Background: an optimization exercise with open tools, aiming at small area, a short achievable clock period and few clock cycles. Do not read the settings as production practice. The RTL was checked by simulation tests, not by an equivalence proof against the original design. No activity file was given, so power comes from the tool's default toggle rates.

==> design.v <==
package rslot_pkg;
  localparam int POS_W    = 16;
  localparam int CMD_W    = 2;
  localparam int STATUS_W = 3;
  localparam int SLOT_W   = 6;
  localparam int OCC_W    = 7;
  localparam int RADIUS_W = 7;
  localparam logic [RADIUS_W-1:0] RADIUS_RST = 7'd8;
  typedef enum logic [CMD_W-1:0] {
    CMD_LOOKUP = 2'd0,
    CMD_LOAD   = 2'd1,
    CMD_UNLOAD = 2'd2,
    CMD_EVICT  = 2'd3
  } cmd_e;
  typedef enum logic [STATUS_W-1:0] {
    ST_OK      = 3'd0,
    ST_PRESENT = 3'd1,
    ST_ABSENT  = 3'd2,
    ST_FULL    = 3'd3,
    ST_EVICTED = 3'd4,
    ST_NONE    = 3'd5
  } status_e;
  typedef struct packed {
    logic capture;
    logic commit;
    logic sweep_rd;
    logic finish;
  } ctrl_t;
  typedef struct packed {
    logic sweep_end;
  } dp_stat_t;
endpackage
import rslot_pkg::*;
module rslot_ctrl (
  input  logic                          clk_i,
  input  logic                          rst_ni,
  input  logic                          start,
  input  logic [rslot_pkg::CMD_W-1:0]   command_i,
  input  rslot_pkg::dp_stat_t           stat_i,
  output rslot_pkg::ctrl_t              ctrl_o,
  output logic                          busy
);
  typedef enum logic [4:0] {
    S_IDLE   = 5'b00001,
    S_EXEC   = 5'b00010,
    S_SWEEP  = 5'b00100,
    S_DRAIN  = 5'b01000,
    S_FINISH = 5'b10000
  } state_e;
  state_e state_q, state_d;
  always_comb begin
    state_d = state_q;
    ctrl_o  = '0;
    case (state_q)
      S_IDLE: begin
        if (start) begin
          ctrl_o.capture = 1'b1;
          state_d = (command_i == CMD_EVICT) ? S_SWEEP : S_EXEC;
        end
      end
      S_EXEC: begin
        ctrl_o.commit = 1'b1;
        state_d = S_IDLE;
      end
      S_SWEEP: begin
        ctrl_o.sweep_rd = 1'b1;
        if (stat_i.sweep_end) begin
          state_d = S_DRAIN;
        end
      end
      S_DRAIN: begin
        state_d = S_FINISH;
      end
      S_FINISH: begin
        ctrl_o.finish = 1'b1;
        state_d = S_IDLE;
      end
      default: begin
        state_d = S_IDLE;
      end
    endcase
  end
  always_ff @(posedge clk_i or negedge rst_ni) begin
    if (!rst_ni) begin
      state_q <= S_IDLE;
    end else begin
      state_q <= state_d;
    end
  end
  assign busy = (state_q != S_IDLE);
endmodule
import rslot_pkg::*;
module rslot_dp #(
  parameter int SLOTS = 64
) (
  input  logic                                 clk_i,
  input  logic                                 rst_ni,
  input  rslot_pkg::ctrl_t                     ctrl_i,
  output rslot_pkg::dp_stat_t                  stat_o,
  input  logic                                 cfg_we_i,
  input  logic [rslot_pkg::RADIUS_W-1:0]       cfg_wdata_i,
  input  logic [rslot_pkg::CMD_W-1:0]          command_i,
  input  logic signed [rslot_pkg::POS_W-1:0]   pos_x_i,
  input  logic signed [rslot_pkg::POS_W-1:0]   pos_y_i,
  input  logic signed [rslot_pkg::POS_W-1:0]   center_x_i,
  input  logic signed [rslot_pkg::POS_W-1:0]   center_y_i,
  output logic                                 valid_o,
  output logic [rslot_pkg::STATUS_W-1:0]       status_o,
  output logic [rslot_pkg::SLOT_W-1:0]         slot_o,
  output logic signed [rslot_pkg::POS_W-1:0]   out_x_o,
  output logic signed [rslot_pkg::POS_W-1:0]   out_y_o,
  output logic [rslot_pkg::OCC_W-1:0]          occupied_count_o,
  output logic                                 last_o
);
  localparam int IW = $clog2(SLOTS);
  localparam int CW = $clog2(SLOTS + 1);
  localparam int DW = POS_W + 2;
  function automatic logic [IW-1:0] first_set(input logic [SLOTS-1:0] v);
    logic [IW-1:0] r;
    r = '0;
    for (int i = SLOTS - 1; i >= 0; i = i - 1) begin
      if (v[i]) r = IW'(i);
    end
    first_set = r;
  endfunction
  logic [RADIUS_W-1:0] radius_q;
  logic [SLOTS-1:0]         used_q, used_d;
  logic [CW-1:0]            cnt_q, cnt_d;
  logic signed [POS_W-1:0]  cam_x_q [SLOTS];
  logic signed [POS_W-1:0]  cam_y_q [SLOTS];
  logic signed [POS_W-1:0]  mem_x [SLOTS];
  logic signed [POS_W-1:0]  mem_y [SLOTS];
  logic [CMD_W-1:0]         cmd_q;
  logic signed [POS_W-1:0]  pos_x_q, pos_y_q, cx_q, cy_q;
  logic [SLOTS-1:0]         match_q, match_d;
  logic [IW-1:0]            addr_q;
  logic                     rd_vld_q;
  logic [IW-1:0]            rd_idx_q;
  logic signed [POS_W-1:0]  rd_x_q, rd_y_q;
  logic                     pend_vld_q;
  logic [IW-1:0]            pend_idx_q;
  logic signed [POS_W-1:0]  pend_x_q, pend_y_q;
  logic [CW-1:0]            pend_cnt_q;
  logic                     valid_q, valid_d;
  logic [STATUS_W-1:0]      status_q, status_d;
  logic [SLOT_W-1:0]        slot_q, slot_d;
  logic signed [POS_W-1:0]  out_x_q, out_x_d, out_y_q, out_y_d;
  logic [OCC_W-1:0]         occ_q, occ_d;
  logic                     last_q, last_d;
  logic                     hit_any, free_any;
  logic [IW-1:0]            hit_idx, free_idx, res_idx;
  logic                     wr_slot, clr_slot, res_hit;
  logic [STATUS_W-1:0]      res_st;
  logic signed [DW-1:0]     dx, dy, r_s;
  logic                     far, evict_hit;
  always_ff @(posedge clk_i or negedge rst_ni) begin
    if (!rst_ni) begin
      radius_q <= RADIUS_RST;
    end else if (cfg_we_i) begin
      radius_q <= cfg_wdata_i;
    end
  end
  always_comb begin
    for (int i = 0; i < SLOTS; i = i + 1) begin
      match_d[i] = used_q[i] && (cam_x_q[i] == pos_x_i) && (cam_y_q[i] == pos_y_i);
    end
  end
  always_ff @(posedge clk_i) begin
    if (ctrl_i.capture) begin
      cmd_q   <= command_i;
      pos_x_q <= pos_x_i;
      pos_y_q <= pos_y_i;
      cx_q    <= center_x_i;
      cy_q    <= center_y_i;
      match_q <= match_d;
    end
  end
  assign hit_any  = |match_q;
  assign free_any = ~&used_q;
  assign hit_idx  = first_set(match_q);
  assign free_idx = first_set(~used_q);
  always_comb begin
    wr_slot  = 1'b0;
    clr_slot = 1'b0;
    res_hit  = 1'b1;
    res_idx  = hit_idx;
    res_st   = ST_OK;
    case (cmd_q)
      CMD_LOOKUP: begin
        if (!hit_any) begin
          res_st  = ST_ABSENT;
          res_hit = 1'b0;
        end
      end
      CMD_LOAD: begin
        if (hit_any) begin
          res_st = ST_PRESENT;
        end else if (free_any) begin
          wr_slot = ctrl_i.commit;
          res_idx = free_idx;
        end else begin
          res_st  = ST_FULL;
          res_hit = 1'b0;
        end
      end
      CMD_UNLOAD: begin
        if (hit_any) begin
          clr_slot = ctrl_i.commit;
        end else begin
          res_st  = ST_ABSENT;
          res_hit = 1'b0;
        end
      end
      default: begin
        res_st  = ST_NONE;
        res_hit = 1'b0;
      end
    endcase
  end
  always_ff @(posedge clk_i) begin
    if (wr_slot) begin
      cam_x_q[free_idx] <= pos_x_q;
      cam_y_q[free_idx] <= pos_y_q;
      mem_x[free_idx]   <= pos_x_q;
      mem_y[free_idx]   <= pos_y_q;
    end
  end
  always_ff @(posedge clk_i) begin
    if (ctrl_i.sweep_rd) begin
      rd_x_q <= mem_x[addr_q];
      rd_y_q <= mem_y[addr_q];
    end
    rd_idx_q <= addr_q;
  end
  always_ff @(posedge clk_i or negedge rst_ni) begin
    if (!rst_ni) begin
      addr_q   <= '0;
      rd_vld_q <= 1'b0;
    end else begin
      rd_vld_q <= ctrl_i.sweep_rd;
      if (ctrl_i.capture) begin
        addr_q <= '0;
      end else if (ctrl_i.sweep_rd) begin
        addr_q <= addr_q + IW'(1);
      end
    end
  end
  assign stat_o.sweep_end = (addr_q == IW'(SLOTS - 1));
  assign dx  = DW'(rd_x_q) - DW'(cx_q);
  assign dy  = DW'(rd_y_q) - DW'(cy_q);
  assign r_s = {{(DW - RADIUS_W){1'b0}}, radius_q};
  assign far = (dx > r_s) || (dx < -r_s) || (dy > r_s) || (dy < -r_s);
  assign evict_hit = rd_vld_q && used_q[rd_idx_q] && far;
  always_comb begin
    used_d = used_q;
    cnt_d  = cnt_q;
    if (wr_slot) begin
      used_d[free_idx] = 1'b1;
      cnt_d = cnt_q + CW'(1);
    end
    if (clr_slot) begin
      used_d[hit_idx] = 1'b0;
      cnt_d = cnt_q - CW'(1);
    end
    if (evict_hit) begin
      used_d[rd_idx_q] = 1'b0;
      cnt_d = cnt_q - CW'(1);
    end
  end
  always_ff @(posedge clk_i or negedge rst_ni) begin
    if (!rst_ni) begin
      used_q     <= '0;
      cnt_q      <= '0;
      pend_vld_q <= 1'b0;
      valid_q    <= 1'b0;
    end else begin
      used_q  <= used_d;
      cnt_q   <= cnt_d;
      valid_q <= valid_d;
      if (ctrl_i.capture) begin
        pend_vld_q <= 1'b0;
      end else if (evict_hit) begin
        pend_vld_q <= 1'b1;
      end
    end
  end
  always_ff @(posedge clk_i) begin
    if (evict_hit) begin
      pend_idx_q <= rd_idx_q;
      pend_x_q   <= rd_x_q;
      pend_y_q   <= rd_y_q;
      pend_cnt_q <= cnt_d;
    end
  end
  always_comb begin
    valid_d  = ctrl_i.commit || (evict_hit && pend_vld_q) || ctrl_i.finish;
    status_d = ST_EVICTED;
    slot_d   = SLOT_W'(pend_idx_q);
    out_x_d  = pend_x_q;
    out_y_d  = pend_y_q;
    occ_d    = OCC_W'(pend_cnt_q);
    last_d   = 1'b1;
    if (ctrl_i.commit) begin
      status_d = res_st;
      slot_d   = res_hit ? SLOT_W'(res_idx) : '0;
      out_x_d  = res_hit ? pos_x_q : '0;
      out_y_d  = res_hit ? pos_y_q : '0;
      occ_d    = OCC_W'(cnt_d);
    end else if (evict_hit) begin
      last_d = 1'b0;
    end else if (!pend_vld_q) begin
      status_d = ST_NONE;
      slot_d   = '0;
      out_x_d  = '0;
      out_y_d  = '0;
      occ_d    = OCC_W'(cnt_q);
    end
  end
  always_ff @(posedge clk_i) begin
    if (valid_d) begin
      status_q <= status_d;
      slot_q   <= slot_d;
      out_x_q  <= out_x_d;
      out_y_q  <= out_y_d;
      occ_q    <= occ_d;
      last_q   <= last_d;
    end
  end
  assign valid_o          = valid_q;
  assign status_o         = status_q;
  assign slot_o           = slot_q;
  assign out_x_o          = out_x_q;
  assign out_y_o          = out_y_q;
  assign occupied_count_o = occ_q;
  assign last_o           = last_q;
endmodule
import rslot_pkg::*;
module region_slot_table_core #(
  parameter int SLOTS = 64
) (
  input  logic                                 clk_i,
  input  logic                                 rst_ni,
  input  logic                                 start,
  output logic                                 busy,
  input  logic [rslot_pkg::CMD_W-1:0]          command_i,
  input  logic signed [rslot_pkg::POS_W-1:0]   pos_x_i,
  input  logic signed [rslot_pkg::POS_W-1:0]   pos_y_i,
  input  logic signed [rslot_pkg::POS_W-1:0]   center_x_i,
  input  logic signed [rslot_pkg::POS_W-1:0]   center_y_i,
  input  logic                                 cfg_we_i,
  input  logic [rslot_pkg::RADIUS_W-1:0]       cfg_wdata_i,
  output logic                                 valid_o,
  output logic [rslot_pkg::STATUS_W-1:0]       status_o,
  output logic [rslot_pkg::SLOT_W-1:0]         slot_o,
  output logic signed [rslot_pkg::POS_W-1:0]   out_x_o,
  output logic signed [rslot_pkg::POS_W-1:0]   out_y_o,
  output logic [rslot_pkg::OCC_W-1:0]          occupied_count_o,
  output logic                                 last_o
);
  rslot_pkg::ctrl_t    ctrl;
  rslot_pkg::dp_stat_t dp_stat;
  rslot_ctrl u_ctrl (
    .clk_i     (clk_i),
    .rst_ni    (rst_ni),
    .start     (start),
    .command_i (command_i),
    .stat_i    (dp_stat),
    .ctrl_o    (ctrl),
    .busy      (busy)
  );
  rslot_dp #(
    .SLOTS (SLOTS)
  ) u_dp (
    .clk_i            (clk_i),
    .rst_ni           (rst_ni),
    .ctrl_i           (ctrl),
    .stat_o           (dp_stat),
    .cfg_we_i         (cfg_we_i),
    .cfg_wdata_i      (cfg_wdata_i),
    .command_i        (command_i),
    .pos_x_i          (pos_x_i),
    .pos_y_i          (pos_y_i),
    .center_x_i       (center_x_i),
    .center_y_i       (center_y_i),
    .valid_o          (valid_o),
    .status_o         (status_o),
    .slot_o           (slot_o),
    .out_x_o          (out_x_o),
    .out_y_o          (out_y_o),
    .occupied_count_o (occupied_count_o),
    .last_o           (last_o)
  );
endmodule
==> run.sh <==
#!/bin/bash
# synth_recipe.tcl (not shown) runs the flow's synth.tcl, then flattens the netlist and writes it again
# the make line also repeats each setting of config.mk as NAME=value (left out here)
make -C /OpenROAD-flow-scripts/flow DESIGN_CONFIG=/design/flow/config.mk WORK_HOME=/design/flow/orfs CLKGATE_MAP_FILE= SYNTH_SCRIPT=/design/flow/synth_recipe.tcl finish
==> config.mk <==
export PLATFORM = sky130hd
export DESIGN_NAME = region_slot_table_core
export DESIGN_NICKNAME = region_slot_table_core
export VERILOG_FILES = /design/flow/design.v
export SDC_FILE = /design/flow/constraint.sdc
export NUM_CORES = 4
export LEC_CHECK = 0
export CAP_MARGIN = 20
export CORE_MARGIN = 2
export CORE_UTILIZATION = 40
export SLEW_MARGIN = 20
==> constraint.sdc <==
create_clock -name core_clock -period 6.0 [get_ports {clk_i}]
set_input_delay 1.2000 -clock core_clock [delete_from_list [all_inputs] [get_ports {clk_i}]]
set_output_delay 1.2000 -clock core_clock [all_outputs]
set_load 0.01 [all_outputs]
==> qor.csv <==
stage;metric;value;unit
logic_synthesis;asr flop ratio synth;3.83;%
floorplan;core area;0.297;sq mm
detailed_routing;drt pass-1 iters;6;
cells_and_area;share of cells above drive strength 1;19.6;%
logic_synthesis;Post-Synthesis Cells;7574;
cells_and_area;fin area;0.137;sq mm
detailed_routing;Remaining DRCs;0;
global_route;GRT Resource Usage Total;33.9;%
detailed_routing;Vias;80000;
global_route;antenna violations before repair;86;
floorplan;number of I/O pins;128;
floorplan;DIE AREA;0.302;sq mm
detailed_routing;drt initial violations;14900;
timing;Max Clk Rate;178;MHz
placed_design;post-placement cell count;11600;
timing;clock period minus worst slack;5.60;ns
critical_path;CP Launch Type;register;
timing;RSZ-0062 raised after global routing;no;
logic_synthesis;synth top area cells;edfxtp_1 58%, mux4_2 13%, xnor2_1 13%, nand4_1 2.5%, xor2_1 2.3%;
hold_path;Worst Hold Class;input port to async pin;
clocking;Reg clk slew, reported paths;0.06;ns
timing;Total Neg Setup Slack;0;ns
clocking;CTS max path bufs;4;
placed_design;Placed Area;0.129;sq mm
critical_path;CP max stage delay;0.56;ns
critical_path;Crit path arrival time;6.30;ns
floorplan;Die Y-Extent;550;um
placed_design;post-DP HPWL;370000;um
clocking;clk latency of the worst-skew pair;0.92;ns
cells_and_area;Cell Count, Final, Fillers Out;12100;
placed_design;pre-CTS setup slack;0.492;ns
cells_and_area;area of the multi-input gates;0.0462;sq mm
status;status;timing/DRC/antenna clean;
global_route;vias in the first global route;75900;
cells_and_area;Final Net Count;8136;
clocking;Setup Buffers After CTS;0;
timing;crit share post-route;93.4;%
logic_synthesis;Seq cells post-synth;2402;
critical_path;CP max FO;8;
clocking;CTS Hold Buffers Added;0;
clocking;number of H-tree levels;5;
floorplan;Die Wd;550;um
logic_synthesis;Post-synth EDFFs;2304;
detailed_routing;post-route ant nets;0;
logic_synthesis;Mapped Nets;7750;
clocking;clock tree sinks;2402;
clocking;CTS Buf Count;274;
timing;Final Slew Violations;0;
pwr;Peak VDD IR;0.183;mV
job;max cap viols;0;
logic_synthesis;Seq/Total Area, Yosys;60.1;%
critical_path;Crit Path Category;register to register;
logic_synthesis;post-synthesis cell type count;79;
clocking;clock root buffer;clkbuf_16;
logic_synthesis;Yosys top cell by area;edfxtp_1;
timing;Worst Tran Pin Value;1.27;ns
timing;Min Hold Slack;0.371;ns
critical_path;Critical Path RT;6.70;ns
global_route;first-pass GRT wire length;691000;um
logic_synthesis;prevailing post-synth register cell;edfxtp_1;
pwr;LEAKAGE;41.0;nW
timing;slew margin rel.;14.6;%
timing;Max Clock Skew;0.0682;ns
pwr;Power Density;298;mW/mm^2
logic_synthesis;Synth Warn #;2;
timing;# setup viols final;0;
placed_design;PortBufs;127;
critical_path;crit end category;register;
global_route;largest net degree at the start of global routing;128;
cells_and_area;Register Area;0.0716;sq mm
critical_path;CP max-delay cell;a2111oi_1;
timing;Hold Vio Cnt, Final;0;
cells_and_area;Util after Layout;46.2;%
global_route;GRT overflow;0;
logic_synthesis;top cells by count, synth;2304 x edfxtp_1, 1773 x xnor2_1, 692 x mux4_2;
logic_synthesis;Avg Cell Area, Syn;15.7;sq um
logic_synthesis;most frequent cell after synthesis;edfxtp_1;
critical_path;Worst R2R Setup Slack;0.40;ns
placed_design;Final Wtd Congestion;1.05;
logic_synthesis;Synth Cell Area;0.119;sq mm
cells_and_area;P&R area growth vs syn;15.1;%
detailed_routing;WL/cell;43.0;um
critical_path;cells along the critical path;inv_1, ha_1, inv_1, fa_1, a211oi_1, o21bai_1, a21oi_1, xnor2_1, ha_1, o21a_1, o22a_1, o41ai_1, a21oi_1, a2111o_1, or4_1, o41a_1, a211o_4, a2111oi_1, nor4_1, a211oi_1;
pwr;Tot Pwr;40.8;mW
floorplan;Rows;200;
detailed_routing;Total Routed Length;522000;um
timing;setup ws final;0.397;ns
clocking;CTS tree;built;
cells_and_area;Layout fillers;25700;
logic_synthesis;area fraction of the dominant cell type after synthesis;58.0;%
floorplan;initial core utilization;40.2;%
clocking;post-cts resize count;0;
detailed_routing;vias per cell;6.60;
[power breakdown]
group / switching [mW] / internal, mW
clock: 7.18 / 9.42
combinational: 3.63 / 1.68
sequential: 0.176 / 18.8
total: 11.0 / 29.9
[cell usage in the layout (no fill, tap or decap), types with 110 or more instances in the layout]
master / netlist / layout
a21oi_1: 116 / 115
nor2_1: 178 / 113
nor4_1: 228 / 218
buf_4: 0 / 331
xnor2_1: 1773 / 1773
edfxtp_1: 2304 / 2304
inv_1: 111 / 110
nand2_1: 125 / 120
xor2_1: 314 / 314
nand4_1: 470 / 470
mux4_2: 692 / 692
clkbuf_16: 0 / 280
[cells by family (layout without fill, tap and decap cells)]
family          Yosys count  count (layout)  share of synthesized area (%)
flops                  2402            2402                           60.1
xor+xnor               2087            2087                           15.3
simple gates           1290            1290                           6.04
mux                     706             706                           13.2
buf+inv                 533            1115                           1.68
compound gates          457             457                           2.62
fa+ha+maj                99              99                           1.05
other cells               0              29                              0
[routing by layer]
layer	global-route usage, %	vias up	routed length [um]
met4	19.3	60	36300
met5	0	-	419
met3	9.95	1181	70000
met1	45.8	41800	194000
li1	-	30300	-
met2	48.9	6635	221000
[path summary, 6_finish.rpt]
| check | from | endpoint | depth (start not counted) |
|---|---|---|---|
| hold reg to reg | u_dp.rd_x_q[5] | u_dp.pend_x_q[5] | 0 |
| min in group core_clock | u_dp.rd_x_q[5] | u_dp.pend_x_q[5] | 0 |
| setup / recovery | u_dp.rd_y_q[0] | u_dp.occ_q[4] | 20 |
| hold / removal | rst_ni | u_dp.radius_q[6] | 1 |
| max in group asynchronous | rst_ni | u_dp.addr_q[3] | 2 |
| setup reg to reg | u_dp.rd_y_q[0] | u_dp.occ_q[4] | 20 |
[area by class of cell]
cell class | count | area share (%)
sequential | 2402 | 52.2
multi-input combinational | 4639 | 33.7
clock buffer | 339 | 5.31
timing repair buffer | 530 | 3.99
tap | 3939 | 3.59
clock inverter | 133 | 0.899
inverter | 113 | 0.309
antenna | 29 | 0.0529
[critical path, delay by kind of cell (launching register included)]
| kind | cells | cell delay [ns] |
|---|---|---|
| AO/OA/AOI/OAI | 12 | 3.17 |
| XOR/XNOR | 1 | 0.19 |
| adder cells (fa/ha/maj) | 3 | 0.89 |
| buffers and inverters | 2 | 0.14 |
| flip-flops | 1 | 0.41 |
| AND/OR/NAND/NOR | 2 | 0.61 |
[registers in the layout (all words and copies together) (netlist names), 5 cells and up]
register         flops
u_dp.pos_x_q        16
u_dp.mem_y         672
u_dp.rd_y_q         16
u_dp.pend_idx_q      6
u_dp.pend_cnt_q      7
u_dp.cam_y_q       352
u_dp.out_x_q        16
u_dp.rd_x_q         16
u_dp.occ_q           7
u_dp.pend_y_q       16
u_dp.cnt_q           7
u_dp.slot_q          6
u_dp.mem_x        1024
u_dp.cy_q           16
u_dp.radius_q        7
u_dp.out_y_q        16
u_dp.rd_idx_q        6
u_dp.used_q         64
u_dp.pend_x_q       16
u_dp.pos_y_q        16
u_dp.cx_q           16
u_ctrl.state_q       5
u_dp.addr_q          6
u_dp.match_q        64
Testbench counts, summed over its fixed seeds: cycles 47,993.

static timing again, ports no longer ideal:
Ports are ideal in the flow. The routed layout listed here was re-timed in OpenROAD.
Step 1 assumes that a clkbuf_16 drives the clock port and a buf_2 every other input.
Step 2 moves the port delays by t, midway between the first and last clock arrival at a register: inputs arrive t later, outputs are due t later. That takes back most of the time a late clock gives input paths.
a / b / c = ideal / step 1 / step 2; a / b = the first two.
shift t [ns]: 0.986
slack for setup (ns): 0.397 / 0.397 / 0.397
worst slew at a driven data input, ns: 0.06
cell pins on the clock port's net: 1
After both steps setup and hold are still met in this run. The setup slack of this run moves by 0.000 ns with the drivers and by 0.000 ns with both steps.
